What follows belongs to an exercise in optimizing a design on an open flow for a short achievable clock period and few clock cycles; a production flow would make more cautious choices. No functional check of the RTL was part of any run shown here. No activity file was given, so power comes from the tool's default toggle rates.

`flow/config.mk`:
```
export PLATFORM = sky130hd
export DESIGN_NAME = cpu_top
export DESIGN_NICKNAME = cpu_top
export VERILOG_FILES = /design/flow/design.v
export SDC_FILE = /design/flow/constraint.sdc
export NUM_CORES = 4
export LEC_CHECK = 0
export ABC_CLOCK_PERIOD_IN_PS = 2000
export CAP_MARGIN = 20
export CORE_MARGIN = 2
export CORE_UTILIZATION = 40
export SETUP_SLACK_MARGIN = 3.4
export SLEW_MARGIN = 20
export TNS_END_PERCENT = 100
```
`flow/constraint.sdc`:
```
create_clock -name core_clock -period 5.5 [get_ports {clk}]
set_input_delay 1.1000 -clock core_clock [delete_from_list [all_inputs] [get_ports {clk}]]
set_output_delay 1.1000 -clock core_clock [all_outputs]
set_load 0.01 [all_outputs]
```
`flow/design.v`:
```
package cpu_pkg;
    localparam int WORD_W    = 16;
    localparam int REG_COUNT = 16;
    localparam int IADDR_W   = 11;
    localparam int DADDR_W   = 11;
    localparam logic [2:0] OP_ADDSUB = 3'b000;
    localparam logic [2:0] OP_SLTMUL = 3'b001;
    localparam logic [2:0] OP_LW     = 3'b010;
    localparam logic [2:0] OP_SW     = 3'b011;
    localparam logic [2:0] OP_BEQ    = 3'b100;
    localparam logic [2:0] OP_J      = 3'b101;
endpackage
module cpu_control (
    input  logic [15:0] i_instr,
    output logic        o_uses_rs,
    output logic        o_uses_rt,
    output logic        o_writes,
    output logic [3:0]  o_wr_idx,
    output logic        o_load,
    output logic        o_store,
    output logic        o_mul,
    output logic        o_slt,
    output logic        o_sub,
    output logic        o_cbr,
    output logic        o_uncond
);
    logic [2:0] op;
    logic       same;
    assign op   = i_instr[15:13];
    assign same = (i_instr[12:9] == i_instr[8:5]);
    assign o_load    = (op == cpu_pkg::OP_LW);
    assign o_store   = (op == cpu_pkg::OP_SW);
    assign o_mul     = (op == cpu_pkg::OP_SLTMUL) &&  i_instr[0];
    assign o_slt     = (op == cpu_pkg::OP_SLTMUL) && !i_instr[0];
    assign o_sub     = ((op == cpu_pkg::OP_ADDSUB) && i_instr[0]) || o_slt;
    assign o_cbr     = (op == cpu_pkg::OP_BEQ) && !same;
    assign o_uncond  = (op == cpu_pkg::OP_J) || ((op == cpu_pkg::OP_BEQ) && same);
    assign o_uses_rs = (op == cpu_pkg::OP_ADDSUB) || (op == cpu_pkg::OP_SLTMUL) ||
                       o_load || o_store || o_cbr;
    assign o_uses_rt = (op == cpu_pkg::OP_ADDSUB) || (op == cpu_pkg::OP_SLTMUL) ||
                       o_store || o_cbr;
    assign o_writes  = (op == cpu_pkg::OP_ADDSUB) || (op == cpu_pkg::OP_SLTMUL) || o_load;
    assign o_wr_idx  = o_load ? i_instr[8:5] : i_instr[4:1];
endmodule
module fetch_unit #(
    parameter int N = 4
) (
    input  logic        clk,
    input  logic        rst_n,
    input  logic [10:0] i_pc,
    input  logic        i_ins,
    input  logic [10:0] i_ins_pc,
    input  logic [10:0] i_ins_tgt,
    output logic        o_hit,
    output logic [10:0] o_tgt
);
    logic [N-1:0]  valid_q;
    logic [10:0]   tag_q [N];
    logic [10:0]   tgt_q [N];
    logic [$clog2(N)-1:0] ptr_q;
    always_comb begin
        o_hit = 1'b0;
        o_tgt = '0;
        for (int i = 0; i < N; i++) begin
            if (valid_q[i] && (tag_q[i] == i_pc)) begin
                o_hit = 1'b1;
                o_tgt = o_tgt | tgt_q[i];
            end
        end
    end
    logic        ins_q;
    logic [10:0] ins_pc_q;
    logic [10:0] ins_tgt_q;
    always_ff @(posedge clk or negedge rst_n) begin
        if (!rst_n) begin
            ins_q <= 1'b0;
        end else begin
            ins_q <= i_ins;
        end
    end
    always_ff @(posedge clk) begin
        ins_pc_q  <= i_ins_pc;
        ins_tgt_q <= i_ins_tgt;
    end
    always_ff @(posedge clk or negedge rst_n) begin
        if (!rst_n) begin
            valid_q <= '0;
            ptr_q   <= '0;
        end else if (ins_q) begin
            valid_q[ptr_q] <= 1'b1;
            ptr_q          <= ptr_q + 1'b1;
        end
    end
    always_ff @(posedge clk) begin
        if (ins_q) begin
            tag_q[ptr_q] <= ins_pc_q;
            tgt_q[ptr_q] <= ins_tgt_q;
        end
    end
endmodule
module register_file (
    input  logic        clk,
    input  logic        rst_n,
    input  logic [15:0] i_rs_sel,    
    input  logic [15:0] i_rt_sel,
    input  logic [3:0]  i_rd_idx,
    input  logic        i_we,
    input  logic [15:0] i_wdata,
    output logic [15:0] o_rs_data,
    output logic [15:0] o_rt_data
);
    logic [15:0] regs [16];
    always_ff @(posedge clk or negedge rst_n) begin
        if (!rst_n) begin
            for (int i = 0; i < 16; i++) begin
                regs[i] <= '0;
            end
        end else if (i_we) begin
            regs[i_rd_idx] <= i_wdata;
        end
    end
    always_comb begin
        o_rs_data = '0;
        o_rt_data = '0;
        for (int i = 0; i < 16; i++) begin
            o_rs_data = o_rs_data | ({16{i_rs_sel[i]}} & regs[i]);
            o_rt_data = o_rt_data | ({16{i_rt_sel[i]}} & regs[i]);
        end
    end
endmodule
module execute_unit (
    input  logic               i_sub,
    input  logic [7:0]         i_a,       
    input  logic [7:0]         i_b,
    input  logic [7:0]         i_ca,      
    input  logic [7:0]         i_cb,
    input  logic [15:0]        i_ga,      
    input  logic [15:0]        i_ma,      
    input  logic [15:0]        i_mb,
    input  logic [4:0]         i_imm,
    output logic [7:0]         o_add,     
    output logic [7:0]         o_sub,     
    output logic               o_c8,      
    output logic               o_eq,      
    output logic [10:0]        o_addr,
    output logic [5:0][15:0]   o_rows
);
    logic [15:0] addr_sum;
    logic [8:0]  add_r, sub_r;
    adder8 u_add (.i_x(i_a), .i_y(i_b),  .i_cin(1'b0), .o_sum(add_r));
    adder8 u_sub (.i_x(i_a), .i_y(~i_b), .i_cin(1'b1), .o_sum(sub_r));
    assign o_add = add_r[7:0];
    assign o_sub = sub_r[7:0];
    assign o_c8  = i_sub ? sub_r[8] : add_r[8];
    assign o_eq  = (i_ca == i_cb);
    assign addr_sum = i_ga + {{11{i_imm[4]}}, i_imm};
    assign o_addr   = addr_sum[10:0];
    logic [15:0] pp [16];
    logic [15:0] l1 [11];
    logic [15:0] l2 [8];
    always_comb begin
        for (int i = 0; i < 16; i++) begin
            pp[i] = i_mb[i] ? (i_ma << i) : 16'd0;
        end
        for (int g = 0; g < 5; g++) begin
            l1[2*g]   = pp[3*g] ^ pp[3*g+1] ^ pp[3*g+2];
            l1[2*g+1] = ((pp[3*g] & pp[3*g+1]) | (pp[3*g] & pp[3*g+2]) | (pp[3*g+1] & pp[3*g+2])) << 1;
        end
        l1[10] = pp[15];
        for (int g = 0; g < 3; g++) begin
            l2[2*g]   = l1[3*g] ^ l1[3*g+1] ^ l1[3*g+2];
            l2[2*g+1] = ((l1[3*g] & l1[3*g+1]) | (l1[3*g] & l1[3*g+2]) | (l1[3*g+1] & l1[3*g+2])) << 1;
        end
        l2[6] = l1[9];
        l2[7] = l1[10];
        for (int g = 0; g < 2; g++) begin
            o_rows[2*g]   = l2[3*g] ^ l2[3*g+1] ^ l2[3*g+2];
            o_rows[2*g+1] = ((l2[3*g] & l2[3*g+1]) | (l2[3*g] & l2[3*g+2]) | (l2[3*g+1] & l2[3*g+2])) << 1;
        end
        o_rows[4] = l2[6];
        o_rows[5] = l2[7];
    end
endmodule
module adder8 (
    input  logic [7:0] i_x,
    input  logic [7:0] i_y,
    input  logic       i_cin,
    output logic [8:0] o_sum
);
    logic [7:0] g0, p0, g1, p1, g2, p2, g3, cy;
    always_comb begin
        g0 = i_x & i_y;
        p0 = i_x ^ i_y;
        g0[0] = g0[0] | (p0[0] & i_cin);
        for (int i = 0; i < 8; i++) begin
            g1[i] = (i >= 1) ? (g0[i] | (p0[i] & g0[i-1])) : g0[i];
            p1[i] = (i >= 1) ? (p0[i] & p0[i-1]) : p0[i];
        end
        for (int i = 0; i < 8; i++) begin
            g2[i] = (i >= 2) ? (g1[i] | (p1[i] & g1[i-2])) : g1[i];
            p2[i] = (i >= 2) ? (p1[i] & p1[i-2]) : p1[i];
        end
        for (int i = 0; i < 8; i++) begin
            g3[i] = (i >= 4) ? (g2[i] | (p2[i] & g2[i-4])) : g2[i];
        end
        cy[0] = i_cin;
        for (int i = 1; i < 8; i++) begin
            cy[i] = g3[i-1];
        end
        o_sum = {g3[7], p0 ^ cy};
    end
endmodule
module cpu_top (
    input  logic        clk,
    input  logic        rst_n,
    input  logic [15:0] i_imem_data,
    input  logic [15:0] i_dmem_rdata,
    output logic [10:0] o_imem_addr,
    output logic [10:0] o_dmem_addr,
    output logic        o_dmem_we,
    output logic [15:0] o_dmem_wdata,
    output logic        o_io_stall
);
    logic [10:0] pc_q;
    logic [10:0] pc_inc;
    logic        fv;             
    logic [10:0] pc_d;
    logic        btb_hit;
    logic [10:0] btb_tgt;
    logic        p_q;
    logic [10:0] pnpc_q;         
    logic        ppred_q;        
    logic [5:0]  phi_p1_q;       
    logic [5:0]  phi_m1_q;       
    logic [5:0]  i_lo;
    logic        i_uncond;
    logic        i_redirect;
    logic [10:0] i_tgt;
    logic        d_v;
    logic [15:0] d_i;
    logic [15:0] d_rs_oh, d_rt_oh;    
    logic [10:0] d_npc;
    logic        stall_q;
    logic        d_take;
    logic        d_uses_rs, d_uses_rt, d_writes, d_load, d_store, d_mul, d_slt, d_sub, d_cbr, d_uncond;
    logic [3:0]  d_wr;
    logic [3:0]  d_rs, d_rt;
    logic [15:0] rf_rs, rf_rt;
    logic [15:0] op_a, op_b;
    logic        n_v;
    logic [15:0] n_i;
    logic        n_uses_rs, n_uses_rt;
    logic        n_writes, n_load, n_store, n_mul, n_slt, n_sub, n_cbr, n_uncond;
    logic [3:0]  n_wr;
    logic        e_v, e_writes, e_load, e_store, e_mul, e_slt, e_sub, e_cbr;
    logic [3:0]  e_wr;
    logic [15:0] e_a_q, e_b_q, e_ca_q, e_cb_q, e_ga_q, e_sb_q, e_ma_q, e_mb_q;
    logic [4:0]  e_imm;
    logic [10:0] e_tgt;
    logic [10:0] e_addr;
    logic [5:0][15:0] e_rows;
    logic        flush;
    logic        m_v, m_writes, m_load, m_mul, m_we;
    logic [3:0]  m_wr;
    logic [15:0] m_wdata;
    logic [10:0] m_addr;
    logic [5:0][15:0] m_rows;
    logic [15:0] m_s, m_c;
    logic        w_writes, w_load, w_mul;
    logic [3:0]  w_wr;
    logic [15:0] w_res, w_s, w_c;
    logic [15:0] w_prod;
    logic [15:0] w_val;
    logic        x_writes;
    logic [3:0]  x_wr;
    logic [15:0] x_val;
    logic [10:0] pco_n_q;
    assign o_imem_addr = ~pco_n_q;
    assign pc_inc      = pc_q + 11'd1;
    assign fv = !((q_cnt == 2'd2) || ((q_cnt == 2'd1) && p_q));
    fetch_unit #(.N(4)) u_btb (
        .clk       (clk),
        .rst_n     (rst_n),
        .i_pc      (pc_q),
        .i_ins     (p_q && i_uncond && !ppred_q),
        .i_ins_pc  (pnpc_q - 11'd1),
        .i_ins_tgt (i_tgt),
        .o_hit     (btb_hit),
        .o_tgt     (btb_tgt)
    );
    always_comb begin
        if (flush)           pc_d = f_tgt;
        else if (i_redirect) pc_d = i_tgt;
        else if (!fv)        pc_d = pc_q;
        else if (btb_hit)    pc_d = btb_tgt;
        else                 pc_d = pc_inc;
    end
    always_ff @(posedge clk or negedge rst_n) begin
        if (!rst_n) begin
            pc_q     <= '0;
            pco_n_q  <= '1;
            p_q      <= 1'b0;
            pnpc_q   <= '0;
            ppred_q  <= 1'b0;
            phi_p1_q <= 6'd1;
            phi_m1_q <= 6'h3f;
        end else begin
            pc_q     <= pc_d;
            pco_n_q  <= ~pc_d;
            p_q      <= fv && !flush && !i_redirect;
            pnpc_q   <= pc_inc;
            ppred_q  <= btb_hit;
            phi_p1_q <= pc_inc[10:5] + 6'd1;
            phi_m1_q <= pc_inc[10:5] - 6'd1;
        end
    end
    assign i_uncond   = (i_imem_data[15:13] == cpu_pkg::OP_J) ||
                        ((i_imem_data[15:13] == cpu_pkg::OP_BEQ) && (i_imem_data[12:9] == i_imem_data[8:5]));
    assign i_lo       = {1'b0, pnpc_q[4:0]} + {1'b0, i_imem_data[4:0]};
    assign i_tgt      = (i_imem_data[15:13] == cpu_pkg::OP_J) ? i_imem_data[11:1] :
                        {(i_imem_data[4] == i_lo[5]) ? pnpc_q[10:5] :
                         (i_lo[5] ? phi_p1_q : phi_m1_q), i_lo[4:0]};
    assign i_redirect = p_q && i_uncond && !ppred_q && !flush;
    logic [1:0]  q_cnt;
    logic        q_wp, q_rp;
    logic [15:0] q_i [2];
    logic [10:0] q_npc [2];
    logic        h_v;
    logic [15:0] h_i;
    logic [10:0] h_npc;
    logic        q_pop;
    assign d_take = !stall_q;
    assign h_v    = (q_cnt != 2'd0) || p_q;
    assign h_i    = (q_cnt != 2'd0) ? q_i[q_rp] : i_imem_data;
    assign h_npc  = (q_cnt != 2'd0) ? q_npc[q_rp] : pnpc_q;
    assign q_pop  = d_take && h_v;
    always_ff @(posedge clk or negedge rst_n) begin
        if (!rst_n) begin
            q_cnt <= 2'd0;
            q_wp  <= 1'b0;
            q_rp  <= 1'b0;
            d_v   <= 1'b0;
        end else if (flush) begin
            q_cnt <= 2'd0;
            q_rp  <= q_wp;
            d_v   <= 1'b0;
        end else begin
            q_cnt <= q_cnt + {1'b0, p_q} - {1'b0, q_pop};
            q_wp  <= q_wp ^ p_q;
            q_rp  <= q_rp ^ q_pop;
            if (d_take) d_v <= h_v;
        end
    end
    always_ff @(posedge clk) begin
        if (p_q) begin
            q_i[q_wp]   <= i_imem_data;
            q_npc[q_wp] <= pnpc_q;
        end
    end
    always_ff @(posedge clk) begin
        if (d_take) begin
            d_i     <= h_i;
            d_npc   <= h_npc;
            d_rs_oh <= 16'd1 << h_i[12:9];
            d_rt_oh <= 16'd1 << h_i[8:5];
        end
    end
    assign n_v = h_v;
    assign n_i = h_i;
    cpu_control u_ndec (
        .i_instr   (n_i),
        .o_uses_rs (n_uses_rs),
        .o_uses_rt (n_uses_rt),
        .o_writes  (n_writes),
        .o_wr_idx  (n_wr),
        .o_load    (n_load),
        .o_store   (n_store),
        .o_mul     (n_mul),
        .o_slt     (n_slt),
        .o_sub     (n_sub),
        .o_cbr     (n_cbr),
        .o_uncond  (n_uncond)
    );
    logic d_late, d_sum, e_lm;
    logic n_full_rs, n_full_rt;
    logic hz_take, hz_hold;
    assign d_late    = d_v && d_writes && (d_load || d_mul || d_slt);
    assign d_sum     = d_v && d_writes && !(d_load || d_mul || d_slt);
    assign e_lm      = e_writes && (e_load || e_mul);
    assign n_full_rs = n_load || n_store || n_mul;
    assign n_full_rt = n_mul;
    assign hz_take = n_v && ((n_uses_rs && (((d_late || (d_sum && n_full_rs)) && (d_wr == n_i[12:9])) ||
                                            (e_lm && (e_wr == n_i[12:9])))) ||
                             (n_uses_rt && (((d_late || (d_sum && n_full_rt)) && (d_wr == n_i[8:5])) ||
                                            (e_lm && (e_wr == n_i[8:5])))));
    assign hz_hold = d_v && ((d_uses_rs && e_lm && (e_wr == d_rs)) ||
                             (d_uses_rt && e_lm && (e_wr == d_rt)));
    always_ff @(posedge clk or negedge rst_n) begin
        if (!rst_n) begin
            stall_q <= 1'b0;
        end else begin
            stall_q <= !flush && (d_take ? hz_take : hz_hold);
        end
    end
    assign d_rs = d_i[12:9];
    assign d_rt = d_i[8:5];
    cpu_control u_dec (
        .i_instr   (d_i),
        .o_uses_rs (d_uses_rs),
        .o_uses_rt (d_uses_rt),
        .o_writes  (d_writes),
        .o_wr_idx  (d_wr),
        .o_load    (d_load),
        .o_store   (d_store),
        .o_mul     (d_mul),
        .o_slt     (d_slt),
        .o_sub     (d_sub),
        .o_cbr     (d_cbr),
        .o_uncond  (d_uncond)
    );
    register_file u_regfile (
        .clk       (clk),
        .rst_n     (rst_n),
        .i_rs_sel  (d_rs_oh),
        .i_rt_sel  (d_rt_oh),
        .i_rd_idx  (x_wr),
        .i_we      (x_writes),
        .i_wdata   (x_val),
        .o_rs_data (rf_rs),
        .o_rt_data (rf_rt)
    );
    logic ha_e, ha_m, ha_w, ha_x, hb_e, hb_m, hb_w, hb_x;
    logic sa_e, sa_m, sa_w, sa_x, sa_r, sb_e, sb_m, sb_w, sb_x, sb_r;
    assign ha_e = e_writes && (e_wr == d_rs);
    assign ha_m = m_writes && (m_wr == d_rs);
    assign ha_w = w_writes && (w_wr == d_rs);
    assign ha_x = x_writes && (x_wr == d_rs);
    assign hb_e = e_writes && (e_wr == d_rt);
    assign hb_m = m_writes && (m_wr == d_rt);
    assign hb_w = w_writes && (w_wr == d_rt);
    assign hb_x = x_writes && (x_wr == d_rt);
    assign sa_e = ha_e;
    assign sa_m = !ha_e && ha_m;
    assign sa_w = !ha_e && !ha_m && ha_w;
    assign sa_x = !ha_e && !ha_m && !ha_w && ha_x;
    assign sa_r = !ha_e && !ha_m && !ha_w && !ha_x;
    assign sb_e = hb_e;
    assign sb_m = !hb_e && hb_m;
    assign sb_w = !hb_e && !hb_m && hb_w;
    assign sb_x = !hb_e && !hb_m && !hb_w && hb_x;
    assign sb_r = !hb_e && !hb_m && !hb_w && !hb_x;
    logic [7:0]  e_add_lo, e_sub_lo;
    logic        e_c8;
    logic [15:0] f_out;
    assign op_a[7:0]  = ({8{sa_e && !e_sub}} & e_add_lo) | ({8{sa_e && e_sub}} & e_sub_lo) |
                        ({8{sa_m}} & f_out[7:0]) | ({8{sa_w}} & w_val[7:0]) |
                        ({8{sa_x}} & x_val[7:0]) | ({8{sa_r}} & rf_rs[7:0]);
    assign op_b[7:0]  = ({8{sb_e && !e_sub}} & e_add_lo) | ({8{sb_e && e_sub}} & e_sub_lo) |
                        ({8{sb_m}} & f_out[7:0]) | ({8{sb_w}} & w_val[7:0]) |
                        ({8{sb_x}} & x_val[7:0]) | ({8{sb_r}} & rf_rt[7:0]);
    assign op_a[15:8] = ({8{sa_m}} & f_out[15:8]) | ({8{sa_w}} & w_val[15:8]) |
                        ({8{sa_x}} & x_val[15:8]) | ({8{sa_r}} & rf_rs[15:8]);
    assign op_b[15:8] = ({8{sb_m}} & f_out[15:8]) | ({8{sb_w}} & w_val[15:8]) |
                        ({8{sb_x}} & x_val[15:8]) | ({8{sb_r}} & rf_rt[15:8]);
    logic d_issue;
    assign d_issue = d_v && !stall_q && !flush;
    always_ff @(posedge clk or negedge rst_n) begin
        if (!rst_n) begin
            e_v      <= 1'b0;
            e_writes <= 1'b0;
            e_store  <= 1'b0;
            e_cbr    <= 1'b0;
        end else begin
            e_v      <= d_issue;
            e_writes <= d_issue && d_writes;
            e_store  <= d_issue && d_store;
            e_cbr    <= d_issue && d_cbr;
        end
    end
    logic e_pa, e_pb, e_psb;
    always_ff @(posedge clk) begin
        e_load <= d_load;
        e_mul  <= d_mul;
        e_slt  <= d_slt;
        e_sub  <= d_sub;
        e_wr   <= d_wr;
        e_imm  <= d_i[4:0];
        e_tgt  <= d_npc + {{6{d_i[4]}}, d_i[4:0]};
        e_a_q  <= op_a;
        e_b_q  <= op_b;
        e_pa   <= sa_e;
        e_pb   <= sb_e;
        e_psb  <= sb_e && d_store;
        e_ca_q <= d_cbr ? op_a : 16'd0;
        e_cb_q <= d_cbr ? op_b : 16'd0;
        e_ga_q <= (d_load || d_store) ? op_a : 16'd0;
        e_sb_q <= d_store ? op_b : 16'd0;
        e_ma_q <= d_mul ? op_a : 16'd0;
        e_mb_q <= d_mul ? op_b : 16'd0;
    end
    logic e_eq_lo;
    execute_unit u_execute (
        .i_sub  (e_sub),
        .i_a    (e_a_q[7:0]),
        .i_b    (e_b_q[7:0]),
        .i_ca   (e_ca_q[7:0]),
        .i_cb   (e_cb_q[7:0]),
        .i_ga   (e_ga_q),
        .i_ma   (e_ma_q),
        .i_mb   (e_mb_q),
        .i_imm  (e_imm),
        .o_add  (e_add_lo),
        .o_sub  (e_sub_lo),
        .o_c8   (e_c8),
        .o_eq   (e_eq_lo),
        .o_addr (e_addr),
        .o_rows (e_rows)
    );
    logic        f_sub, f_slt, f_cbr, f_c8, f_eq_lo;
    logic [7:0]  f_lo, f_a_hi, f_b_hi;
    logic [10:0] f_tgt;
    logic [8:0]  f_add_r, f_sub_r;
    logic [7:0]  f_hi;
    logic        f_lt, f_eq_hi;
    adder8 u_hadd (.i_x(f_a_hi), .i_y(f_b_hi),  .i_cin(f_c8), .o_sum(f_add_r));
    adder8 u_hsub (.i_x(f_a_hi), .i_y(~f_b_hi), .i_cin(f_c8), .o_sum(f_sub_r));
    assign f_hi    = f_sub ? f_sub_r[7:0] : f_add_r[7:0];
    assign f_lt    = (f_a_hi[7] != f_b_hi[7]) ? f_a_hi[7] :
                     ((f_a_hi[6:0] < f_b_hi[6:0]) || ((f_a_hi[6:0] == f_b_hi[6:0]) && !f_c8));
    assign f_out   = f_slt ? {15'd0, f_lt} : {f_hi, f_lo};
    assign f_eq_hi = (f_a_hi == f_b_hi);
    assign flush   = f_cbr && f_eq_lo && f_eq_hi;
    always_ff @(posedge clk or negedge rst_n) begin
        if (!rst_n) begin
            f_cbr <= 1'b0;
        end else begin
            f_cbr <= e_cbr && !flush;
        end
    end
    always_ff @(posedge clk) begin
        f_sub   <= e_sub;
        f_slt   <= e_slt;
        f_c8    <= e_c8;
        f_eq_lo <= e_eq_lo;
        f_lo    <= e_sub ? e_sub_lo : e_add_lo;
        f_a_hi  <= e_pa ? f_hi : e_a_q[15:8];
        f_b_hi  <= e_pb ? f_hi : e_b_q[15:8];
        f_tgt   <= e_tgt;
    end
    always_ff @(posedge clk or negedge rst_n) begin
        if (!rst_n) begin
            m_v      <= 1'b0;
            m_writes <= 1'b0;
            m_we     <= 1'b0;
        end else begin
            m_v      <= e_v && !flush;
            m_writes <= e_writes && !flush;
            m_we     <= e_store && !flush;
        end
    end
    always_ff @(posedge clk) begin
        m_load  <= e_load;
        m_mul   <= e_mul;
        m_wr    <= e_wr;
        m_addr  <= e_addr;
        m_wdata <= {e_psb ? f_hi : e_sb_q[15:8], e_sb_q[7:0]};
        m_rows  <= e_rows;
    end
    assign o_dmem_addr  = m_addr;
    assign o_dmem_we    = m_we;
    assign o_dmem_wdata = m_wdata;
    assign o_io_stall   = !m_v;
    logic [15:0] l3 [4];
    logic [15:0] l4 [3];
    always_comb begin
        for (int g = 0; g < 2; g++) begin
            l3[2*g]   = m_rows[3*g] ^ m_rows[3*g+1] ^ m_rows[3*g+2];
            l3[2*g+1] = ((m_rows[3*g] & m_rows[3*g+1]) | (m_rows[3*g] & m_rows[3*g+2]) |
                         (m_rows[3*g+1] & m_rows[3*g+2])) << 1;
        end
        l4[0] = l3[0] ^ l3[1] ^ l3[2];
        l4[1] = ((l3[0] & l3[1]) | (l3[0] & l3[2]) | (l3[1] & l3[2])) << 1;
        l4[2] = l3[3];
        m_s   = l4[0] ^ l4[1] ^ l4[2];
        m_c   = ((l4[0] & l4[1]) | (l4[0] & l4[2]) | (l4[1] & l4[2])) << 1;
    end
    always_ff @(posedge clk or negedge rst_n) begin
        if (!rst_n) begin
            w_writes <= 1'b0;
        end else begin
            w_writes <= m_writes;
        end
    end
    always_ff @(posedge clk) begin
        w_load <= m_load;
        w_mul  <= m_mul;
        w_wr   <= m_wr;
        w_res  <= f_out;
        w_s    <= m_s;
        w_c    <= m_c;
    end
    assign w_prod = w_s + w_c;
    assign w_val  = w_load ? i_dmem_rdata : (w_mul ? w_prod : w_res);
    always_ff @(posedge clk or negedge rst_n) begin
        if (!rst_n) begin
            x_writes <= 1'b0;
        end else begin
            x_writes <= w_writes;
        end
    end
    always_ff @(posedge clk) begin
        x_wr  <= w_wr;
        x_val <= w_val;
    end
endmodule
```
`flow/run.sh`:
```
#!/bin/bash
# synth_recipe.tcl (not shown) runs the flow's synth.tcl, then flattens the netlist and writes it again
# the make line also repeats each setting of config.mk as NAME=value (left out here)
make -C /OpenROAD-flow-scripts/flow DESIGN_CONFIG=/design/flow/config.mk WORK_HOME=/design/flow/orfs CLKGATE_MAP_FILE= SYNTH_SCRIPT=/design/flow/synth_recipe.tcl finish
```
==> results.sh, run 1 <==
export IMPL_dr_pass1_iters=7
export IMPL_die_area_sq_mm=0.102
export IMPL_worst_slack_ps=2760
export IMPL_crit_family="adder cells"
export IMPL_ir_worst_vdd_mv=0.288
export IMPL_hp_class="reg2reg"
export IMPL_endpoint_kind="register"
export IMPL_core_sq_mm=0.0984
export IMPL_pre_cts_slack_ps=1540
export IMPL_synth_cell_types=84
export IMPL_worst_path_max_fanout=3
export IMPL_diodes=0
export IMPL_required_ps=6080
export IMPL_numClockSinks=867
export IMPL_yosysTopAreaCellShare_pct=19.4
export IMPL_tightestPinTransition_ps=950
export IMPL_cts_tree="yes"
export IMPL_layout_commonest_cell="dfrtp_1"
export IMPL_rsz0062_at_grt="yes"
export IMPL_reg2reg_depth=10
export IMPL_gr_usage_all_layers_pct=24.7
export IMPL_worstPathCellList="inv_4, fa_2, fa_2, o21ba_4, o21bai_4, mux2i_2, xor2_2, and2_4, a221o_1, and2_4"
export IMPL_path_class="reg2reg"
export IMPL_final_cell_mix="dfrtp_1, dfxtp_1, mux2_2"
export IMPL_syn_instance_count=3385
export IMPL_start_util_pct=40.3
export IMPL_syn_area_per_cell_sq_um=11.7
export IMPL_syn_nets=3622
export IMPL_cp_slowest_cell="fa_2"
export IMPL_drt_iter0_markers=3078
export IMPL_ios=74
export IMPL_fillers=8448
export IMPL_cp_slowest_stage_delay_ps=420
export IMPL_slew_violations=0
export IMPL_routed_wl_microns=130000
export IMPL_numCtsBuffers=93
export IMPL_crit_buf_inv=1
export IMPL_drtAntennaViolNets=0
export IMPL_max_cap_violations=0
export IMPL_finalSetupViolations=0
export IMPL_p_per_area_mw_per_mm2=611
export IMPL_finalCriticalPeriod_ps=2740
export IMPL_hold_violations=0
export IMPL_num_vias=29000
export IMPL_crit_path_start_kind="register"
export IMPL_ys_flop_type="dfxtp_1"
export IMPL_clkTransAtPathRegs_ps=70
export IMPL_fmax_mhz=365
export IMPL_worstSetupStartpoint="f_a_hi[0]"
export IMPL_yosysWarnings=11
export IMPL_die_w_microns=319
export IMPL_crit_cells=10
export IMPL_yosysTopAreaCell="dfrtp_1"
export IMPL_yosysSeqAreaShare_pct=52.9
export IMPL_gp_congestion=0.859
export IMPL_io_buffer_count=73
export IMPL_grt_max_degree=113
export IMPL_tns_ps=0
export IMPL_async_flop_share_pct=37.5
export IMPL_clock_skew_ps=49.3
export IMPL_cp_arrival_ps=3320
export IMPL_synth_edf_count=201
export IMPL_clkLatencyLatePin_ps=690
export IMPL_grt_pass1_vias=28700
export IMPL_endpoint="e_ma_q[12]"
export IMPL_hpwl_microns=78400
export IMPL_rrSetupSlack_ps=2760
export IMPL_r2r_end="e_ma_q[12]"
export IMPL_antenna_found_initial=4
export IMPL_layout_drive_gt1_share_pct=38.1
export IMPL_r2r_start="f_a_hi[0]"
export IMPL_min_period_over_period_pct=49.9
export IMPL_synth_seq_cells=867
export IMPL_fp_row_count=115
export IMPL_grt_first_pass_wirelength_microns=188000
export IMPL_slew_headroom_pct=36.6
export IMPL_htree_levels=3
export IMPL_final_nets=3978
export IMPL_root_buffer="clkbuf_16"
export IMPL_status="no timing/DRC/antenna violations"
export IMPL_synth_area_leaders="dfrtp_1, dfxtp_1, edfxtp_1, mux2_2, fa_1"
export IMPL_vias_per_cell=5.68
export IMPL_grt_overflow=0
export IMPL_min_path_cells=0
export IMPL_p_leak_uw=0.0217
export IMPL_die_h_microns=319
export IMPL_wl_per_cell_microns=25.4
export IMPL_syn_cell_area_sq_mm=0.0397
export IMPL_cts_max_path_buffers=3
export IMPL_syn_to_final_growth_pct=28.6
export IMPL_drc=0
[worst min path at each step]
| stage | from | endpoint | slack (ps) |
|---|---|---|---|
| 6_report | m_rows[2] | w_s[2] | 320 |
| 5_1_grt | e_sb_q[2] | m_wdata[2] | 330 |
| 3_3_place_gp | e_tgt[4] | f_tgt[4] | 310 |
| 3_5_place_dp | m_rows[1] | w_s[1] | 310 |
| 2_1_floorplan | e_slt | f_slt | 310 |
| 4_1_cts | e_tgt[9] | f_tgt[9] | 320 |
[power by group]
| part | total (uW) | leakage, uW | internal [uW] | switching (uW) |
|---|---|---|---|---|
| sequential | 11000 | 0.00905 | 8920 | 2120 |
| combinational | 13500 | 0.0111 | 5900 | 7630 |
| clock | 6590 | 0.00159 | 3870 | 2720 |
| total | 31200 | 0.0217 | 18700 | 12500 |
[synth_stat cells, types with 5 or more instances]
library cell and instances:
a211oi_1 18, nor2b_1 19, nor3_1 45, o21a_1 12, a31oi_1 19, a21o_1 18, clkbuf_1 157, a22oi_1 129
dfrtp_1 308, o2111a_1 6, a22o_1 76, nor2_1 206, and2_1 115, mux2_2 287, a221oi_1 83, a222oi_1 7
o311ai_0 5, dfxtp_1 341, or2_2 6, dfstp_2 17, nor4_1 7, edfxtp_1 201, nand3_1 63, inv_1 221
nand3b_1 9, mux2i_1 61, o2bb2ai_1 8, ha_1 110, and3_1 24, nor3b_1 10, or3_1 8, a21oi_1 91
nand2_1 140, nand2b_1 15, xor2_1 62, o22ai_1 19, buf_2 20, fa_1 93, xnor2_1 141, o21ai_0 66
buf_4 7, nand4_1 36, o31ai_1 7, buf_1 17
[metrics by stage]
stage	instance area (sq um)	cells	util [%]	hold WS, ps	power, uW
2_1_floorplan	40600	3385	-	310	16800
3_3_place_gp	42400	4593	43.1	311	20600
3_5_place_dp	42400	4593	43.1	312	20700
4_1_cts	49200	5002	50.0	319	29800
5_1_grt	51000	5105	51.9	330	32400
6_report	51000	5105	51.9	319	31200
[cell families (layout without fill, tap and decap cells)]
| kind of cell | Yosys count | after routing | share of synthesized area (%) |
|---|---|---|---|
| AOI/OAI and AO/OA | 615 | 615 | 11.4 |
| xor gates and xnor gates | 203 | 203 | 4.48 |
| adders and majority gates | 203 | 203 | 8.16 |
| buffers and inverters | 428 | 859 | 4.24 |
| DFF | 867 | 867 | 52.9 |
| muxes | 348 | 348 | 9.68 |
| and+or+nand+nor | 721 | 723 | 9.09 |
[registers in the layout, summed over array words and instances (netlist names), 16 cells and up]
| register | flops |
|---|---|
| m_rows | 46 |
| e_sb_q | 16 |
| u_btb.tag_q | 44 |
| q_npc | 22 |
| x_val | 16 |
| e_a_q | 16 |
| w_s | 16 |
| m_wdata | 16 |
| d_i | 16 |
| d_rt_oh | 16 |
| e_b_q | 16 |
| w_res | 16 |
| d_rs_oh | 16 |
| q_i | 32 |
| e_mb_q | 16 |
| u_regfile.regs | 256 |
| u_btb.tgt_q | 44 |
| e_ma_q | 16 |
[repair_timing]
action	CTS	global route
endpoints found under the setup margin	290	337
cloned	6	1
buffers inserted	231	102
pin swaps	168	145
gates resized for setup	657	248
hold buffers	0	0
[cell type report]
cell class / count / area [sq um] / share of cell area [%]
timing repair inverter: 1 / 7.51 / 0.0147
inverter: 224 / 905 / 1.77
clock inverter: 37 / 492 / 0.963
multi-input combinational: 2092 / 19700 / 38.6
timing repair buffer: 462 / 4400 / 8.62
sequential: 867 / 21200 / 41.5
tap: 1287 / 1610 / 3.15
clock buffer: 135 / 2750 / 5.38
[routing by layer]
metal,part of all wire (%),track usage (%)
met4,4.6,10.7
met2,46,38.9
met3,8.0,4.75
met1,41,33.1
met5,0.010,0
==> run 2, diff against run 1 <==
--- a/flow/design.v
+++ b/flow/design.v
@@ -274,8 +274,9 @@
     logic        x_writes;
     logic [3:0]  x_wr;
     logic [15:0] x_val;
-    logic [10:0] pco_n_q;
-    assign o_imem_addr = ~pco_n_q;
+    logic [10:0] pco_q;
+    logic [10:0] pco_d;
+    assign o_imem_addr = pco_q;
     assign pc_inc      = pc_q + 11'd1;
     assign fv = !((q_cnt == 2'd2) || ((q_cnt == 2'd1) && p_q));
     fetch_unit #(.N(4)) u_btb (
@@ -295,10 +296,17 @@
         else if (btb_hit)    pc_d = btb_tgt;
         else                 pc_d = pc_inc;
     end
+    always_comb begin
+        if (flush)           pco_d = f_tgt;
+        else if (i_redirect) pco_d = i_tgt;
+        else if (!fv)        pco_d = pco_q;
+        else if (btb_hit)    pco_d = btb_tgt;
+        else                 pco_d = pc_inc;
+    end
     always_ff @(posedge clk or negedge rst_n) begin
         if (!rst_n) begin
             pc_q     <= '0;
-            pco_n_q  <= '1;
+            pco_q    <= '0;
             p_q      <= 1'b0;
             pnpc_q   <= '0;
             ppred_q  <= 1'b0;
@@ -306,7 +314,7 @@
             phi_m1_q <= 6'h3f;
         end else begin
             pc_q     <= pc_d;
-            pco_n_q  <= ~pc_d;
+            pco_q    <= pco_d;
             p_q      <= fv && !flush && !i_redirect;
             pnpc_q   <= pc_inc;
             ppred_q  <= btb_hit;
@@ -329,6 +337,7 @@
     logic [15:0] h_i;
     logic [10:0] h_npc;
     logic        q_pop;
+    logic take_q;
     assign d_take = !stall_q;
     assign h_v    = (q_cnt != 2'd0) || p_q;
     assign h_i    = (q_cnt != 2'd0) ? q_i[q_rp] : i_imem_data;
@@ -358,7 +367,7 @@
         end
     end
     always_ff @(posedge clk) begin
-        if (d_take) begin
+        if (take_q) begin
             d_i     <= h_i;
             d_npc   <= h_npc;
             d_rs_oh <= 16'd1 << h_i[12:9];
@@ -398,8 +407,10 @@
     always_ff @(posedge clk or negedge rst_n) begin
         if (!rst_n) begin
             stall_q <= 1'b0;
+            take_q  <= 1'b1;
         end else begin
             stall_q <= !flush && (d_take ? hz_take : hz_hold);
+            take_q  <= flush || !(d_take ? hz_take : hz_hold);
         end
     end
     assign d_rs = d_i[12:9];
@@ -453,14 +464,18 @@
     logic        e_c8;
     logic [15:0] f_out;
     assign op_a[7:0]  = ({8{sa_e && !e_sub}} & e_add_lo) | ({8{sa_e && e_sub}} & e_sub_lo) |
-                        ({8{sa_m}} & f_out[7:0]) | ({8{sa_w}} & w_val[7:0]) |
+                        ({8{sa_m && !f_slt}} & f_lo) | {7'd0, sa_m && f_slt && f_lt} |
+                        ({8{sa_w}} & w_val[7:0]) |
                         ({8{sa_x}} & x_val[7:0]) | ({8{sa_r}} & rf_rs[7:0]);
     assign op_b[7:0]  = ({8{sb_e && !e_sub}} & e_add_lo) | ({8{sb_e && e_sub}} & e_sub_lo) |
-                        ({8{sb_m}} & f_out[7:0]) | ({8{sb_w}} & w_val[7:0]) |
+                        ({8{sb_m && !f_slt}} & f_lo) | {7'd0, sb_m && f_slt && f_lt} |
+                        ({8{sb_w}} & w_val[7:0]) |
                         ({8{sb_x}} & x_val[7:0]) | ({8{sb_r}} & rf_rt[7:0]);
-    assign op_a[15:8] = ({8{sa_m}} & f_out[15:8]) | ({8{sa_w}} & w_val[15:8]) |
+    assign op_a[15:8] = ({8{sa_m && f_kadd}} & f_add_hi) | ({8{sa_m && f_ksub}} & f_sub_hi) |
+                        ({8{sa_w}} & w_val[15:8]) |
                         ({8{sa_x}} & x_val[15:8]) | ({8{sa_r}} & rf_rs[15:8]);
-    assign op_b[15:8] = ({8{sb_m}} & f_out[15:8]) | ({8{sb_w}} & w_val[15:8]) |
+    assign op_b[15:8] = ({8{sb_m && f_kadd}} & f_add_hi) | ({8{sb_m && f_ksub}} & f_sub_hi) |
+                        ({8{sb_w}} & w_val[15:8]) |
                         ({8{sb_x}} & x_val[15:8]) | ({8{sb_r}} & rf_rt[15:8]);
     logic d_issue;
     assign d_issue = d_v && !stall_q && !flush;
@@ -519,12 +534,21 @@
     logic        f_sub, f_slt, f_cbr, f_c8, f_eq_lo;
     logic [7:0]  f_lo, f_a_hi, f_b_hi;
     logic [10:0] f_tgt;
-    logic [8:0]  f_add_r, f_sub_r;
     logic [7:0]  f_hi;
     logic        f_lt, f_eq_hi;
-    adder8 u_hadd (.i_x(f_a_hi), .i_y(f_b_hi),  .i_cin(f_c8), .o_sum(f_add_r));
-    adder8 u_hsub (.i_x(f_a_hi), .i_y(~f_b_hi), .i_cin(f_c8), .o_sum(f_sub_r));
-    assign f_hi    = f_sub ? f_sub_r[7:0] : f_add_r[7:0];
+    logic [8:0]  f_add0, f_add1, f_sub0, f_sub1;
+    logic [7:0]  f_add_hi, f_sub_hi;
+    logic        f_kadd, f_ksub, f_kslt;
+    adder8 u_hadd0 (.i_x(f_a_hi), .i_y(f_b_hi),  .i_cin(1'b0), .o_sum(f_add0));
+    adder8 u_hadd1 (.i_x(f_a_hi), .i_y(f_b_hi),  .i_cin(1'b1), .o_sum(f_add1));
+    adder8 u_hsub0 (.i_x(f_a_hi), .i_y(~f_b_hi), .i_cin(1'b0), .o_sum(f_sub0));
+    adder8 u_hsub1 (.i_x(f_a_hi), .i_y(~f_b_hi), .i_cin(1'b1), .o_sum(f_sub1));
+    assign f_add_hi = f_c8 ? f_add1[7:0] : f_add0[7:0];
+    assign f_sub_hi = f_c8 ? f_sub1[7:0] : f_sub0[7:0];
+    assign f_hi     = f_sub ? f_sub_hi : f_add_hi;
+    assign f_kadd   = !f_slt && !f_sub;
+    assign f_ksub   = !f_slt && f_sub;
+    assign f_kslt   = f_slt;
     assign f_lt    = (f_a_hi[7] != f_b_hi[7]) ? f_a_hi[7] :
                      ((f_a_hi[6:0] < f_b_hi[6:0]) || ((f_a_hi[6:0] == f_b_hi[6:0]) && !f_c8));
     assign f_out   = f_slt ? {15'd0, f_lt} : {f_hi, f_lo};
@@ -543,8 +567,10 @@
         f_c8    <= e_c8;
         f_eq_lo <= e_eq_lo;
         f_lo    <= e_sub ? e_sub_lo : e_add_lo;
-        f_a_hi  <= e_pa ? f_hi : e_a_q[15:8];
-        f_b_hi  <= e_pb ? f_hi : e_b_q[15:8];
+        f_a_hi  <= ({8{e_pa && !f_sub}} & f_add_hi) | ({8{e_pa && f_sub}} & f_sub_hi) |
+                   ({8{!e_pa}} & e_a_q[15:8]);
+        f_b_hi  <= ({8{e_pb && !f_sub}} & f_add_hi) | ({8{e_pb && f_sub}} & f_sub_hi) |
+                   ({8{!e_pb}} & e_b_q[15:8]);
         f_tgt   <= e_tgt;
     end
     always_ff @(posedge clk or negedge rst_n) begin
@@ -563,7 +589,8 @@
         m_mul   <= e_mul;
         m_wr    <= e_wr;
         m_addr  <= e_addr;
-        m_wdata <= {e_psb ? f_hi : e_sb_q[15:8], e_sb_q[7:0]};
+        m_wdata <= {({8{e_psb && !f_sub}} & f_add_hi) | ({8{e_psb && f_sub}} & f_sub_hi) |
+                    ({8{!e_psb}} & e_sb_q[15:8]), e_sb_q[7:0]};
         m_rows  <= e_rows;
     end
     assign o_dmem_addr  = m_addr;
==> results.sh, run 2 <==
export IMPL_status="no timing/DRC/antenna violations"
export IMPL_diodes=0
export IMPL_cts_max_path_buffers=3
export IMPL_tightestPinTransition_ps=902
export IMPL_syn_cell_area_sq_mm=0.0393
export IMPL_worst_slack_ps=2790
export IMPL_numClockSinks=857
export IMPL_hold_end="f_tgt[0]"
export IMPL_grt_overflow=0
export IMPL_routed_wl_microns=125000
export IMPL_ios=74
export IMPL_cts_hold_buf=0
export IMPL_layout_commonest_cell="dfrtp_1"
export IMPL_gp_congestion=0.891
export IMPL_worstSetupStartpoint="w_c[7]"
export IMPL_rrSetupSlack_ps=2790
export IMPL_min_period_over_period_pct=49.3
export IMPL_yosysSeqAreaShare_pct=52.8
export IMPL_synth_seq_cells=857
export IMPL_die_area_sq_mm=0.101
export IMPL_vias_per_cell=5.70
export IMPL_r2r_start="w_c[7]"
export IMPL_ys_flop_type="dfxtp_1"
export IMPL_worstPathCellList="ha_4, fa_2, a211o_1, a211oi_2, o31ai_2, mux2i_1, a221o_2, a221o_1, and2_1"
export IMPL_slew_headroom_pct=39.8
export IMPL_syn_to_final_growth_pct=29.2
export IMPL_min_path_cells=0
export IMPL_synth_most_common_cell="dfxtp_1"
export IMPL_slew_violations=0
export IMPL_endpoint_kind="register"
export IMPL_clock_skew_ps=24.6
export IMPL_antenna_found_initial=1
export IMPL_yosys_top_cells_count="dfxtp_1, dfrtp_1, mux2_2, nor2_1, edfxtp_1"
export IMPL_grt_max_degree=101
export IMPL_pre_cts_slack_ps=1640
export IMPL_final_cell_mix="dfrtp_1, dfxtp_1, mux2_2"
export IMPL_start_util_pct=40.1
export IMPL_reg2reg_depth=9
export IMPL_root_buffer="clkbuf_16"
export IMPL_tns_ps=0
export IMPL_required_ps=6070
export IMPL_die_h_microns=318
export IMPL_synth_edf_count=201
export IMPL_io_buffer_count=73
export IMPL_core_sq_mm=0.0980
export IMPL_hold_violations=0
export IMPL_worst_path_max_fanout=3
export IMPL_r2r_end="e_ma_q[15]"
export IMPL_dr_pass1_iters=6
export IMPL_syn_area_per_cell_sq_um=11.7
export IMPL_final_cell_count_no_fill=5088
export IMPL_syn_nets=3584
export IMPL_fmax_mhz=369
export IMPL_regMostFlops="u_regfile.regs"
export IMPL_hpwl_microns=74400
export IMPL_drc=0
export IMPL_clkLatencyLatePin_ps=680
export IMPL_final_nets=3959
export IMPL_num_vias=29000
export IMPL_yosysTopAreaCell="dfrtp_1"
export IMPL_wl_per_cell_microns=24.5
export IMPL_ir_worst_vdd_mv=0.345
export IMPL_max_cap_violations=0
export IMPL_yosysWarnings=11
export IMPL_hp_class="reg2reg"
export IMPL_drt_iter0_markers=3007
export IMPL_synth_area_leaders="dfrtp_1, dfxtp_1, edfxtp_1, mux2_2, fa_1"
export IMPL_cts_tree="yes"
export IMPL_yosysTopAreaCellShare_pct=19.6
export IMPL_die_w_microns=318
export IMPL_numCtsBuffers=94
export IMPL_async_flop_share_pct=36.8
export IMPL_syn_instance_count=3348
export IMPL_synth_cell_types=82
export IMPL_crit_path_start_kind="register"
export IMPL_hp_start="e_tgt[0]"
export IMPL_htree_levels=3
export IMPL_dp_cells=4574
export IMPL_layout_drive_gt1_share_pct=37.4
export IMPL_clkTransAtPathRegs_ps=60
export IMPL_p_per_area_mw_per_mm2=584
export IMPL_fillers=8262
export IMPL_grt_pass1_vias=28900
export IMPL_fp_row_count=115
export IMPL_grt_first_pass_wirelength_microns=184000
export IMPL_largest_register_ff_count=256
export IMPL_gr_usage_all_layers_pct=24.0
export IMPL_reg_largest_list="u_regfile.regs: 256 flops, m_rows: 46 flops"
export IMPL_path_class="reg2reg"
export IMPL_cp_slowest_cell="a221o_1"
export IMPL_crit_buf_inv=0
export IMPL_rsz0062_at_grt="yes"
export IMPL_crit_family="compound AO/OA/AOI/OAI gates"
export IMPL_finalCriticalPeriod_ps=2710
export IMPL_finalSetupViolations=0
export IMPL_p_leak_uw=0.0214
export IMPL_cp_arrival_ps=3280
export IMPL_cp_slowest_stage_delay_ps=420
export IMPL_drtAntennaViolNets=0
run 2: cell type report:
| cell class | count | area [sq um] | share of cell area (%) |
|---|---|---|---|
| Clock buffer | 136 | 2730 | 5.38 |
| Clock inverter | 38 | 428 | 0.842 |
| Inverter | 196 | 753 | 1.48 |
| Multi-Input combinational cell | 2100 | 19700 | 38.8 |
| Sequential cell | 857 | 20900 | 41.2 |
| Tap cell | 1287 | 1610 | 3.17 |
| Timing Repair Buffer | 474 | 4640 | 9.13 |
run 2: power breakdown:
| group | internal (uW) | switching (uW) |
|---|---|---|
| sequential | 8750 | 1990 |
| clock | 3760 | 2680 |
| combinational | 5830 | 6680 |
run 2: repair_timing:
action | in CTS | in global routing
gates resized for setup | 654 | 248
pin swaps | 169 | 147
gates cloned | 5 | 2
setup buffers | 240 | 91
setup endpoints to repair | 364 | 299
run 2: cell families after synthesis:
family,count (synthesis),share of synthesized area (%)
flip-flops,857,52.8
XOR/XNOR,202,4.50
AND/OR/NAND/NOR,781,10.1
AO/OA/AOI/OAI,578,11.2
adder cells (fa/ha/maj),202,8.13
buffers and inverters,394,3.96
multiplexers,334,9.42
run 2: per-stage QoR:
| stage | power [uW] | instance area, sq um | hold WS [ps] | utilization [%] |
|---|---|---|---|---|
| 2_1_floorplan | 16000 | 40200 | 310 | - |
| 3_3_place_gp | 19100 | 42100 | 310 | 42.9 |
| 3_5_place_dp | 19200 | 42100 | 312 | 42.9 |
| 4_1_cts | 28200 | 49000 | 316 | 50.0 |
| 5_1_grt | 31000 | 50800 | 328 | 51.9 |
| 6_report | 29700 | 50800 | 319 | 51.9 |
run 2: worst max path at each step:
| stage | slack [ps] | cells after the start | to |
|---|---|---|---|
| floorplan | 2840 | 7 | take_q |
| global placement | 1640 | 8 | pco_q[10] |
| detailed placement | 1640 | 8 | pco_q[10] |
| CTS | 2790 | 9 | e_ma_q[15] |
| global route | 2690 | 9 | e_sb_q[15] |
| finish | 2790 | 9 | e_ma_q[15] |
run 2: metal layers:
metal | GRT usage, % | vias up | wire, microns
li1 | - | 12700 | -
met1 | 32.3 | 14600 | 52000
met5 | 0 | - | 0
met4 | 9.22 | 0 | 5040
met3 | 5.94 | 345 | 11000
met2 | 37.5 | 1408 | 56800
==> run 3, diff against run 2 <==
--- a/flow/design.v
+++ b/flow/design.v
@@ -268,9 +268,12 @@
     logic [15:0] m_s, m_c;
     logic        w_writes, w_load, w_mul;
     logic [3:0]  w_wr;
-    logic [15:0] w_res, w_s, w_c;
+    logic [15:0] w_res;
+    logic [15:0] w_s, w_c;
+    logic [7:0]  w_plo;
     logic [15:0] w_prod;
     logic [15:0] w_val;
+    logic        w_alu;
     logic        x_writes;
     logic [3:0]  x_wr;
     logic [15:0] x_val;
@@ -465,17 +468,21 @@
     logic [15:0] f_out;
     assign op_a[7:0]  = ({8{sa_e && !e_sub}} & e_add_lo) | ({8{sa_e && e_sub}} & e_sub_lo) |
                         ({8{sa_m && !f_slt}} & f_lo) | {7'd0, sa_m && f_slt && f_lt} |
-                        ({8{sa_w}} & w_val[7:0]) |
+                        ({8{sa_w && w_load}} & i_dmem_rdata[7:0]) | ({8{sa_w && w_mul}} & w_plo) |
+                        ({8{sa_w && w_alu}} & w_res[7:0]) |
                         ({8{sa_x}} & x_val[7:0]) | ({8{sa_r}} & rf_rs[7:0]);
     assign op_b[7:0]  = ({8{sb_e && !e_sub}} & e_add_lo) | ({8{sb_e && e_sub}} & e_sub_lo) |
                         ({8{sb_m && !f_slt}} & f_lo) | {7'd0, sb_m && f_slt && f_lt} |
-                        ({8{sb_w}} & w_val[7:0]) |
+                        ({8{sb_w && w_load}} & i_dmem_rdata[7:0]) | ({8{sb_w && w_mul}} & w_plo) |
+                        ({8{sb_w && w_alu}} & w_res[7:0]) |
                         ({8{sb_x}} & x_val[7:0]) | ({8{sb_r}} & rf_rt[7:0]);
     assign op_a[15:8] = ({8{sa_m && f_kadd}} & f_add_hi) | ({8{sa_m && f_ksub}} & f_sub_hi) |
-                        ({8{sa_w}} & w_val[15:8]) |
+                        ({8{sa_w && w_load}} & i_dmem_rdata[15:8]) | ({8{sa_w && w_mul}} & w_prod[15:8]) |
+                        ({8{sa_w && w_alu}} & w_res[15:8]) |
                         ({8{sa_x}} & x_val[15:8]) | ({8{sa_r}} & rf_rs[15:8]);
     assign op_b[15:8] = ({8{sb_m && f_kadd}} & f_add_hi) | ({8{sb_m && f_ksub}} & f_sub_hi) |
-                        ({8{sb_w}} & w_val[15:8]) |
+                        ({8{sb_w && w_load}} & i_dmem_rdata[15:8]) | ({8{sb_w && w_mul}} & w_prod[15:8]) |
+                        ({8{sb_w && w_alu}} & w_res[15:8]) |
                         ({8{sb_x}} & x_val[15:8]) | ({8{sb_r}} & rf_rt[15:8]);
     logic d_issue;
     assign d_issue = d_v && !stall_q && !flush;
@@ -626,8 +633,14 @@
         w_s    <= m_s;
         w_c    <= m_c;
     end
-    assign w_prod = w_s + w_c;
+    logic [8:0] w_plo9, w_phi0, w_phi1;
+    adder8 u_plo  (.i_x(w_s[7:0]),  .i_y(w_c[7:0]),  .i_cin(1'b0), .o_sum(w_plo9));
+    adder8 u_phi0 (.i_x(w_s[15:8]), .i_y(w_c[15:8]), .i_cin(1'b0), .o_sum(w_phi0));
+    adder8 u_phi1 (.i_x(w_s[15:8]), .i_y(w_c[15:8]), .i_cin(1'b1), .o_sum(w_phi1));
+    assign w_plo  = w_plo9[7:0];
+    assign w_prod = {w_plo9[8] ? w_phi1[7:0] : w_phi0[7:0], w_plo};
     assign w_val  = w_load ? i_dmem_rdata : (w_mul ? w_prod : w_res);
+    assign w_alu  = !w_load && !w_mul;
     always_ff @(posedge clk or negedge rst_n) begin
         if (!rst_n) begin
             x_writes <= 1'b0;
==> results.sh, run 3 <==
export IMPL_ir_worst_vdd_mv=0.338
export IMPL_ys_flop_type="dfxtp_1"
export IMPL_yosysWarnings=11
export IMPL_largest_register_ff_count=256
export IMPL_drc=0
export IMPL_die_area_sq_mm=0.101
export IMPL_async_flop_share_pct=36.8
export IMPL_tightestPinTransition_ps=865
export IMPL_syn_nets=3629
export IMPL_finalInstanceArea_sq_mm=0.0524
export IMPL_wl_met3_microns=12700
export IMPL_synth_area_leaders="dfrtp_1, dfxtp_1, edfxtp_1, mux2_2, fa_1"
export IMPL_diodes=0
export IMPL_top_layer_used="met4"
export IMPL_syn_instance_count=3393
export IMPL_grt_pass1_vias=29900
export IMPL_hpwl_microns=76100
export IMPL_core_sq_mm=0.0980
export IMPL_die_h_microns=318
export IMPL_numClockSinks=857
export IMPL_drt_iter0_markers=3051
export IMPL_pwr_share_seq_pct=35.7
export IMPL_synth_edf_count=201
export IMPL_yosysTopAreaCell="dfrtp_1"
export IMPL_cts_max_path_buffers=3
export IMPL_final_nets=4051
export IMPL_worst_path_max_fanout=4
export IMPL_ios=74
export IMPL_multi_input_area_sq_mm=0.0205
export IMPL_routed_wl_microns=133000
export IMPL_layout_commonest_cell="dfrtp_1"
export IMPL_cp_arrival_ps=3250
export IMPL_met1_length_microns=53600
export IMPL_final_cell_mix="dfrtp_1, dfxtp_1, mux2_2"
export IMPL_hold_violations=0
export IMPL_antenna_found_initial=0
export IMPL_clkTransAtPathRegs_ps=60
export IMPL_finalCriticalPeriod_ps=2720
export IMPL_rsz0062_at_grt="yes"
export IMPL_p_per_area_mw_per_mm2=566
export IMPL_placed_cell_area_sq_mm=0.0420
export IMPL_die_w_microns=318
export IMPL_htree_levels=3
export IMPL_path_class="reg2reg"
export IMPL_fillers=8035
export IMPL_swShare_pct=38.4
export IMPL_tns_ps=0
export IMPL_num_vias=30100
export IMPL_required_ps=6030
export IMPL_start_util_pct=40.2
export IMPL_synth_most_common_cell="dfxtp_1"
export IMPL_syn_cell_area_sq_mm=0.0394
export IMPL_gr_usage_all_layers_pct=25.3
export IMPL_syn_area_per_cell_sq_um=11.6
export IMPL_io_buffer_count=73
export IMPL_grt_overflow=0
export IMPL_min_period_over_period_pct=49.5
export IMPL_root_buffer="clkbuf_16"
export IMPL_grt_max_degree=114
export IMPL_p_int_uw=18300
export IMPL_max_cap_violations=0
export IMPL_cts_hold_buf=0
export IMPL_clock_skew_ps=28.6
export IMPL_clkLatencyLatePin_ps=690
export IMPL_endpoint_kind="register"
export IMPL_p_leak_uw=0.0219
export IMPL_dr_pass1_iters=6
export IMPL_fp_row_count=115
export IMPL_p_switching_uw=11400
export IMPL_vias_per_cell=5.80
export IMPL_crit_path_start_kind="register"
export IMPL_clkPwrFrac_pct=22.1
export IMPL_reg_largest_list="u_regfile.regs: 256 flops, m_rows: 46 flops"
export IMPL_yosysSeqAreaShare_pct=52.6
export IMPL_comb_power_share_pct=42.1
export IMPL_finalSetupViolations=0
export IMPL_syn_to_final_growth_pct=33.0
export IMPL_fmax_mhz=367
export IMPL_yosys_top_cells_count="dfxtp_1, dfrtp_1, mux2_2, nor2_1, edfxtp_1"
export IMPL_wl_per_cell_microns=25.6
export IMPL_yosysTopAreaCellShare_pct=19.5
export IMPL_layout_drive_gt1_share_pct=39.9
export IMPL_synth_cell_types=90
export IMPL_dr_wl_met2_microns=60900
export IMPL_numCtsBuffers=94
export IMPL_slew_violations=0
export IMPL_drtAntennaViolNets=0
export IMPL_grt_first_pass_wirelength_microns=193000
export IMPL_regMostFlops="u_regfile.regs"
export IMPL_synth_seq_cells=857
export IMPL_ff_latch_area_sq_mm=0.0209
export IMPL_slew_headroom_pct=41.9
export IMPL_status="no timing/DRC/antenna violations"
export IMPL_cts_tree="yes"
export IMPL_gp_congestion=0.900
export IMPL_hp_class="reg2reg"
[run 3: cell count changes after synthesis, sizes merged, moves of 7 or more]
| cell | change |
|---|---|
| a21o | +8 |
| a21oi | +43 |
| a221oi | +10 |
| a22o | +21 |
| a22oi | -21 |
| mux2i | -9 |
| nand2 | +28 |
| nand3 | -10 |
| nand3b | -7 |
| nor2 | -14 |
| o2111ai | -8 |
| o211ai | -10 |
| o21bai | +7 |
[run 3: timing repair]
item / 4_1_cts / 5_1_grt
resized for setup: 800 / 354
pin swaps: 203 / 173
setup endpoints to repair: 325 / 316
buffers inserted: 296 / 90
gates cloned: 6 / 0
[run 3: power by group through the flow]
stage          clock network, uW  logic, uW  registers, uW
6_report                    6560      12500          10600
5_1_grt                     6910      13100          10800
4_1_cts                     6660      11000          10500
3_5_place_dp                   0       7800          10800
3_3_place_gp                   0       7700          10700
2_1_floorplan                  0       5860           9680
[run 3: logic make-up (layout without fill, tap and decap cells)]
group | after synthesis | in the layout | synth area share, %
flip-flops | 857 | 857 | 52.6
AND/OR/NAND/NOR | 754 | 758 | 9.51
AO/OA/AOI/OAI | 654 | 655 | 12.2
buffers and inverters | 394 | 890 | 3.87
multiplexers | 321 | 321 | 9.05
XOR/XNOR | 211 | 211 | 4.69
adder cells (fa/ha/maj) | 202 | 202 | 8.08
[run 3: critical path: stages, from the launching register on]
cell and delay (ps):
dfxtp_2 340, inv_2 40, ha_4 230, buf_6 110, buf_6 120, a21o_1 200
a221o_1 390, mux2i_2 180, a311oi_4 280, buf_6 170, nor2_2 50, o41a_1 460
[run 3: final timing paths]
check	startpoint	endpoint	slack, ps	depth (start not counted)
hold / removal	e_tgt[2]	f_tgt[2]	330	0
hold reg to reg	e_tgt[2]	f_tgt[2]	330	0
setup reg to reg	f_b_hi[4]	e_ma_q[14]	2780	11
max in group asynchronous	rst_n	pco_q[0]	3760	2
setup / recovery	f_b_hi[4]	e_ma_q[14]	2780	11
min in group asynchronous	rst_n	u_regfile.regs[3][13]	490	1
[run 3: final cells by class]
type,count,share of cell area [%]
clock buffer,138,5.13
clock inverter,37,1.03
inverter,197,1.49
multi-input combinational,2147,39.2
sequential,857,39.9
tap,1287,3.07
timing repair buffer,518,10.2
[run 3: routing by layer]
layer,global-route usage [%],vias up
met5,0,-
met4,10.7,0
met3,5.78,358
met2,39.2,1635
met1,33.9,15100
li1,-,13000
[run 3: metrics by stage]
step | hold WS (ps) | power [uW] | worst slack [ps] | std cells | utilization, %
6_report | 326 | 29700 | 2780 | 5181 | 53.5
5_1_grt | 329 | 30800 | 2790 | 5181 | 53.5
4_1_cts | 323 | 28100 | 2900 | 5091 | 51.3
3_5_place_dp | 312 | 18600 | 1740 | 4614 | 42.9
3_3_place_gp | 310 | 18400 | 1770 | 4614 | 42.9
2_1_floorplan | 310 | 15500 | 2710 | 3393 | -

## re-timing with driven ports
No port has a modelled driver above. Below, the same layouts with a new extraction and two added sets of constraints.
Step 1 assumes that a clkbuf_16 drives the clock port and a buf_2 every other input.
Step 2 times the ports against the registers' clock, not the clock port: input delays grow and output delays shrink by t, the midpoint of the rising clock arrivals with the driver on.
Slacks: no drivers / after step 1 / after step 2; pairs: no drivers / after step 1.
run	t (ns)	setup slack, ns	worst setup path after step 2	clock arrival spread, ns	worst slew at a driven data input, ns
run 1	0.728	2.758 / 2.758 / 2.398	input to register	0.050 / 0.050	0.09
run 2	0.740	2.787 / 2.787 / 2.368	input to register	0.025 / 0.025	0.05
run 3	0.748	2.778 / 2.778 / 2.379	input to register	0.030 / 0.029	0.07
After both steps setup and hold are still met in every run listed. The setup slack of run 2, which loses most, moves by 0.000 ns with the drivers and by -0.419 ns with both steps.
